From an optimization exercise on the open Yosys and OpenROAD flow, aimed at small area, a short achievable clock period and few clock cycles per item; shortcuts taken in it are not production practice.
At most, simulation tests tie the RTL to the original design; equivalence was not proved.
No activity file was given, so power comes from the tool's default toggle rates.

P:
Design blob_slot_tracker, start of the top module:
module blob_slot_tracker (
  input  logic                       clk,
  input  logic                       rst,
  input  logic                       req_valid,
  output logic                       req_ready,
  input  logic                       req_type,
  input  logic [COORD_W-1:0]         req_det_x,
  input  logic [COORD_W-1:0]         req_det_y,
  output logic                       rsp_valid,
  input  logic                       rsp_ready,
  output logic [STATUS_W-1:0]        rsp_status,
  output logic [IDX_OUT_W-1:0]       rsp_slot_index,
  output logic signed [ENERGY_W-1:0] rsp_slot_energy,
  input  logic                       cfg_valid,
  output logic                       cfg_ready,
  input  logic [CFG_IDX_W-1:0]       cfg_index,
  input  logic [CFG_DATA_W-1:0]      cfg_data
);
==> flow/config.mk <==
export PLATFORM = sky130hd
export DESIGN_NAME = blob_slot_tracker
export DESIGN_NICKNAME = blob_slot_tracker
export VERILOG_FILES = /design/flow/design.v
export SDC_FILE = /design/flow/constraint.sdc
export NUM_CORES = 4
export LEC_CHECK = 0
export CAP_MARGIN = 20
export CORE_MARGIN = 2
export CORE_UTILIZATION = 40
export SLEW_MARGIN = 20
==> flow/constraint.sdc <==
create_clock -name core_clock -period 13.0 [get_ports {clk}]
set_input_delay 2.6000 -clock core_clock [delete_from_list [all_inputs] [get_ports {clk}]]
set_output_delay 2.6000 -clock core_clock [all_outputs]
set_load 0.01 [all_outputs]
standard.sh (not shown) runs the stock make flow with config.mk's settings and CLKGATE_MAP_FILE= SYNTH_SCRIPT=/design/flow/synth_recipe.tcl, a recipe that flattens the netlist after the stock synthesis.
==> flow/flow/run.sh <==
#!/bin/bash
# The standard layout (standard.sh); timing repair aims for a setup slack of 8.0 ns
# at the design's own clock and constraints. Output goes to standard.log.
set -o pipefail
export SETUP_SLACK_MARGIN=8.0
bash standard.sh > standard.log 2>&1
Testbench counts of P, summed over its fixed seeds: cycles 5,946, items 5,802.
What Q does differently from P at the input level:
==> flow/flow/run.sh <==
#!/bin/bash
# The standard layout (standard.sh); timing repair aims for a setup slack of 8.3 ns
# at the design's own clock and constraints. Output goes to standard.log.
set -o pipefail
export SETUP_SLACK_MARGIN=8.3
bash standard.sh > standard.log 2>&1
### Flow results
P → Q: initial antenna violation count went up by 2; power density over the cells now sits lower; clock share of power -0.4 points.

* * *

Another version of the RTL of blob_slot_tracker (not shown whole).
Size in the first run: roughly 5100 cells after synthesis, about 940 flip-flops, roughly 54000 um2 of cells after synthesis.
Settings: LEC_CHECK=0, CAP_MARGIN=20, CORE_MARGIN=2, CORE_UTILIZATION=40, SLEW_MARGIN=20; clock period 13.0 ns.
==> flow/flow/run.sh <==
#!/bin/bash
# The standard layout (standard.sh); timing repair aims for a setup slack of 7.8 ns
# at the design's own clock and constraints. Output goes to standard.log.
set -o pipefail
export SETUP_SLACK_MARGIN=7.8
bash standard.sh > standard.log 2>&1
Testbench counts at the start, summed over its fixed seeds: cycles 5,913, items 5,802.
Edit:
==> flow/flow/run.sh (replaced) <==
#!/bin/bash
# The standard layout (standard.sh); timing repair aims for a setup slack of 8.5 ns
# at the design's own clock and constraints. Output goes to standard.log.
set -o pipefail
export SETUP_SLACK_MARGIN=8.5
bash standard.sh > standard.log 2>&1
Result: The new run completed without violations. Combinational power climbs by a quarter to a third. Power increases by a few percent. Setup slack improved by 370 ps. Via count came out higher by a few percent. Non-clock buffer count came out higher by 331. Fmax went up by a little under a tenth. Final area goes up by roughly a tenth. Critical path depth is higher by 3. Wire length is higher by a little under a tenth. Register-to-register slack is better by 370 ps. Final cell count goes up by a few percent.

* * *

Another version of the RTL of blob_slot_tracker (not shown whole).
Size: about 4800 cells after synthesis, ~890 flip-flops, ~57 I/O pins.
make LEC_CHECK=0 CAP_MARGIN=20 CORE_MARGIN=2 CORE_UTILIZATION=55 PLACE_DENSITY=0.8 SLEW_MARGIN=20 finish   # period 13.0 ns
run.sh (not shown) runs the stock make flow with config.mk's settings and CLKGATE_MAP_FILE= SYNTH_SCRIPT=/design/flow/synth_recipe.tcl, a recipe that flattens the netlist after the stock synthesis.
Stock flow here: none of the scripts above is used.
The baseline completed without violations.
Rerun with:
==> flow/flow/run.sh (new file) <==
#!/bin/bash
set -o pipefail
cp standard.sh standard.sh.txt 2>/dev/null
export SETUP_SLACK_MARGIN=8.5
bash standard.sh > standard.log 2>&1
==> flow/standard.sh (new file) <==
#!/bin/bash
# synth_recipe.tcl (not shown) runs the flow's synth.tcl, then flattens the netlist and writes it again
# the make line also repeats each setting of config.mk as NAME=value (left out here)
make -C /OpenROAD-flow-scripts/flow DESIGN_CONFIG=/design/flow/config.mk WORK_HOME=/design/flow/orfs CLKGATE_MAP_FILE= SYNTH_SCRIPT=/design/flow/synth_recipe.tcl "${@:-finish}"
- CORE_UTILIZATION: 55 -> 40
- PLACE_DENSITY: 0.8 -> not set
removed: flow/run.sh
=> The new run passed the timing, design-rule and antenna checks. Critical path depth drops by 3. Total power goes up by 7.7%. Via count rose by 7.5%. Final area went up by 16%. Global-route usage falls by 6.2 points. Hold slack gains 0.022 ns. Routed wire length grows by 20%. Sequential power drops by about 1%. Utilization shrinks by 9.4 points. Die area came out higher by 37%.
No functional check of the RTL was part of any run of this note.

separate check: timing with driven ports:
Ports are ideal in the flow. The routed layouts listed here were re-timed in OpenROAD. Step 1 (the two cells are an assumption about what drives the block):
set clk [get_ports {clk}]
set_driving_cell -lib_cell sky130_fd_sc_hd__clkbuf_16 $clk
set_driving_cell -lib_cell sky130_fd_sc_hd__buf_2 [delete_from_list [all_inputs] $clk]
Step 2 adds t to the input delays and takes it off the output delays; t is the mean of the earliest and latest rising clock arrival at the registers after step 1. Input paths then give back, and output paths get back, about the clock's delay inside the block. Slacks: ideal / step 1 / step 2; pairs: ideal / step 1.
| run | shift t [ns] | slack for setup (ns) | worst setup path at the end | clock arrival spread, ns | pins driven straight from the clock port |
|---|---|---|---|---|---|
| P | 0.814 | 8.036 / 8.036 / 7.442 | input to register | 0.056 / 0.056 | 1 |
| Q | 0.826 | 8.345 / 8.345 / 7.698 | input to register | 0.028 / 0.028 | 1 |
| the first run of note 2 | 0.817 | 7.775 / 7.775 / 7.188 | input to register | 0.053 / 0.053 | 1 |
| the second run of note 2 | 0.815 | 8.143 / 8.143 / 7.767 | input to register | 0.041 / 0.041 | 1 |
| the first run of note 3 | 0.763 | 6.183 / 6.183 / 6.183 | register to register | 0.038 / 0.038 | 1 |
| the second run of note 3 | 0.778 | 7.861 / 7.861 / 7.797 | input to register | 0.065 / 0.065 | 1 |
After both steps setup and hold are still met in every run listed. For Q, which loses most, drivers alone change the setup slack by 0.000 ns; drivers and shift together by -0.647 ns.
